Source: an optimization exercise on an open RTL-to-GDS flow (aim: small area, a short achievable clock period and few clock cycles). Production flows keep margins and buffers that such runs may drop. Function was checked by simulation only, so behaviour that the tests miss may differ from the original. No activity file was given, so power comes from the tool's default toggle rates.

Setup of build 98:
Design multicycle_core, start of the top module:
module multicycle_core #(
  parameter int DATA_W     = 32,
  parameter int IMEM_DEPTH = 16,
  parameter int DMEM_DEPTH = 16,
  parameter int MAX_INSTR  = 256
) (
  input  logic                          clk,
  input  logic                          rst,
  input  logic                          start,
  output logic                          busy,
  output logic                          done,
  output logic                          err,
  input  logic                          imem_we,
  input  logic [$clog2(IMEM_DEPTH)-1:0] imem_addr,
  input  logic [33:0]                   imem_wdata,
  output logic [$clog2(IMEM_DEPTH)-1:0] pc,
  input  logic [4:0]                    probe_reg_addr,
  output logic [DATA_W-1:0]             probe_reg_data,
  input  logic [$clog2(DMEM_DEPTH)-1:0] probe_dm_addr,
  output logic [DATA_W-1:0]             probe_dm_data
);
Settings: LEC_CHECK=0, ABC_CLOCK_PERIOD_IN_PS=5000, CAP_MARGIN=20, CELL_PAD_IN_SITES_GLOBAL_PLACEMENT=2, CORE_MARGIN=2, CORE_UTILIZATION=60, CTS_BUF_LIST=sky130_fd_sc_hd__clkbuf_16, CTS_CLUSTER_DIAMETER=95, CTS_CLUSTER_SIZE=26, PLACE_DENSITY=0.75, SETUP_SLACK_MARGIN=5, SLEW_MARGIN=20, SYNTH_HIERARCHICAL=1, SYNTH_MINIMUM_KEEP_SIZE=0; clock period 12.0 ns.
run.sh (not shown) runs the stock make flow with config.mk's settings and CLKGATE_MAP_FILE= SYNTH_SCRIPT=/design/flow/synth_recipe.tcl, a recipe that flattens the netlist after the stock synthesis.
Build 98 completed; timing, DRC and antenna clean
Testbench counts of build 98, summed over its fixed seeds: cycles 31,375.
### build 98 -> trial 60
--- a/flow/design.v
+++ b/flow/design.v
@@ -94,21 +94,21 @@
       w_sel_a[i] = (r_rf_v[i] && r_busy && (w_rs == 5'(i))) ||
                    (r_rf_v[i] && !r_busy && w_pa_lo[i % 4] && w_pa_hi[i / 4]);
       w_sel_b[i] = r_rf_v[i] && (w_rt == 5'(i));
     end
   end
   for (genvar b = 0; b < DATA_W; b++) begin : g_rf_rd
     logic [31:1] w_col;
     always_comb begin
       for (int i = 1; i < 32; i++) w_col[i] = r_rf[i][b];
     end
-    mc_ao31      u_ra (.d(w_col), .s(w_sel_a), .y(w_ra[b]));
+    mc_ao31_fast u_ra (.d(w_col), .s(w_sel_a), .y(w_ra[b]));
     mc_ao31      u_rb (.d(w_col), .s(w_sel_b), .y(w_rb[b]));
   end
   assign w_opa = (r_e_go && r_e_wen && (r_e_dest == w_rs)) ? w_wb_data : w_ra;
   assign w_opb = (r_e_go && r_e_wen && (r_e_dest == w_rt)) ? w_wb_data : w_rb;
   assign w_bop = r_ir[30] ? DATA_W'($signed(r_ir[15:0])) : w_opb;
   logic [c_DMEM_AW-1:0]  w_d_dm_addr;
   always_comb begin
     case (r_ir[29:27])
       3'b000:  w_d_dm_addr = w_opa[c_DMEM_AW-1:0] & w_bop[c_DMEM_AW-1:0];
       3'b001:  w_d_dm_addr = w_opa[c_DMEM_AW-1:0] | w_bop[c_DMEM_AW-1:0];
@@ -241,20 +241,49 @@
       r_go  <= !w_fetch_halt && (r_cnt != c_CNT_W'(MAX_INSTR - 1));
     end
   end
   assign busy           = r_busy;
   assign done           = r_done;
   assign err            = r_err;
   assign pc             = r_pc;
   assign probe_reg_data = w_ra;
   assign probe_dm_data  = w_dm_rd;
 endmodule
+module mc_ao31_fast (
+  input  logic [30:0] d,
+  input  logic [30:0] s,
+  output logic        y
+);
+  logic [3:0] l2;
+  logic [1:0] l3;
+  for (genvar k = 0; k < 3; k++) begin : g_l2
+    mc_ao8 u (.d(d[8*k +: 8]), .s(s[8*k +: 8]), .y(l2[k]));
+  end
+  mc_ao7   u_l2_3 (.d(d[30:24]), .s(s[30:24]), .y(l2[3]));
+  mc_nor2  u_l3_0 (.a(l2[0]), .b(l2[1]), .y(l3[0]));
+  mc_nor2  u_l3_1 (.a(l2[2]), .b(l2[3]), .y(l3[1]));
+  mc_nand2 u_l4   (.a(l3[0]), .b(l3[1]), .y(y));
+endmodule
+module mc_ao8 (
+  input  logic [7:0] d,
+  input  logic [7:0] s,
+  output logic       y
+);
+  assign y = |(d & s);
+endmodule
+module mc_ao7 (
+  input  logic [6:0] d,
+  input  logic [6:0] s,
+  output logic       y
+);
+  assign y = |(d & s);
+endmodule
 module mc_ao31 (
   input  logic [30:0] d,
   input  logic [30:0] s,
   output logic        y
 );
   logic [10:0] l1;
   logic [2:0]  l2;
   for (genvar k = 0; k < 10; k++) begin : g_l1
     mc_aoi222 u (.a1(d[3*k]), .a2(s[3*k]), .b1(d[3*k+1]), .b2(s[3*k+1]),
                  .c1(d[3*k+2]), .c2(s[3*k+2]), .y(l1[k]));
@@ -286,17 +315,20 @@
 endmodule
 module mc_nand2 (input logic a, b, output logic y);
   assign y = !(a && b);
 endmodule
 module mc_nand3 (input logic a, b, c, output logic y);
   assign y = !(a && b && c);
 endmodule
 module mc_nand4 (input logic a, b, c, d, output logic y);
   assign y = !(a && b && c && d);
 endmodule
+module mc_nor2 (input logic a, b, output logic y);
+  assign y = !(a || b);
+endmodule
 module mc_or2 (input logic a, b, output logic y);
   assign y = a || b;
 endmodule
 module mc_or3 (input logic a, b, c, output logic y);
   assign y = a || b || c;
 endmodule
 `default_nettype wire
- Setup slack ended up 0.19 ns higher on trial 60 than on build 98.
- Trial 60: synthesized netlist net count higher than build 98
- Trial 60 ended up with probe_dm_addr[2] as its critical path startpoint; build 98 ended up with probe_reg_addr[4].
- Share of total power consumed by net switching: higher on trial 60
- Looking only at cell count, and setting everything else aside, the higher value of build 98 and trial 60 goes to trial 60.
- Clock period minus final worst setup slack: trial 60 vs build 98 down 0.19 ns
- Of the two values seen for slowest cell on the critical path, or3_4 was produced by build 98 and a222oi_1 by trial 60.
- In the tables for build 98 and trial 60, detailed-route wire length reads higher with build 98.
- The run showing the greater compound-gate portion of the synthesized area is trial 60.
- Trial 60 consumes less power than build 98 does.
- probe_dm_data[5] as the termination of the worst setup path was reported by trial 60, and probe_reg_data[27] by build 98.
- Global-route usage: higher on build 98
- Between build 98 and trial 60, the clock tree buffer count of the final layout is lower for trial 60.
- Looking only at non-clock buffer total of the final layout, and setting everything else aside, the lower value of build 98 and trial 60 goes to trial 60.
- Trial 60 vs. build 98: routed length on met2 went down by 2000 µm.
- Compared with build 98, in trial 60 highest attainable clock frequency went up 0.0037 GHz; non-clock buffer contribution to total cell area went down 0.60 points.
Testbench counts of trial 60, summed over its fixed seeds: cycles 31,375.

-- port drivers added, routing unchanged --
No port has a modelled driver above. Below, the same layouts with a new extraction and two added sets of constraints.
Step 1, drivers: a clkbuf_16 drives clk and a buf_2 each remaining input, both assumed.
Step 2 times the ports against the registers' clock, not the clock port: input delays grow and output delays shrink by t, the midpoint of the rising clock arrivals with the driver on.
Three values: no drivers, after step 1, after step 2; two values: the first two.
run | t (ns) | setup WS [ns] | worst hold slack (ns) | slew at the worst register clock pin (ns)
build 98 | 0.843 | 4.843 / 4.805 / 4.496 | 0.334 / 0.334 / 0.334 | 0.11 / 0.11
trial 60 | 0.847 | 5.029 / 5.001 / 4.572 | 0.348 / 0.348 / 0.348 | 0.11 / 0.11
After both steps setup and hold are still met in every run listed. The setup slack of trial 60, which loses most, moves by -0.028 ns with the drivers and by -0.457 ns with both steps.
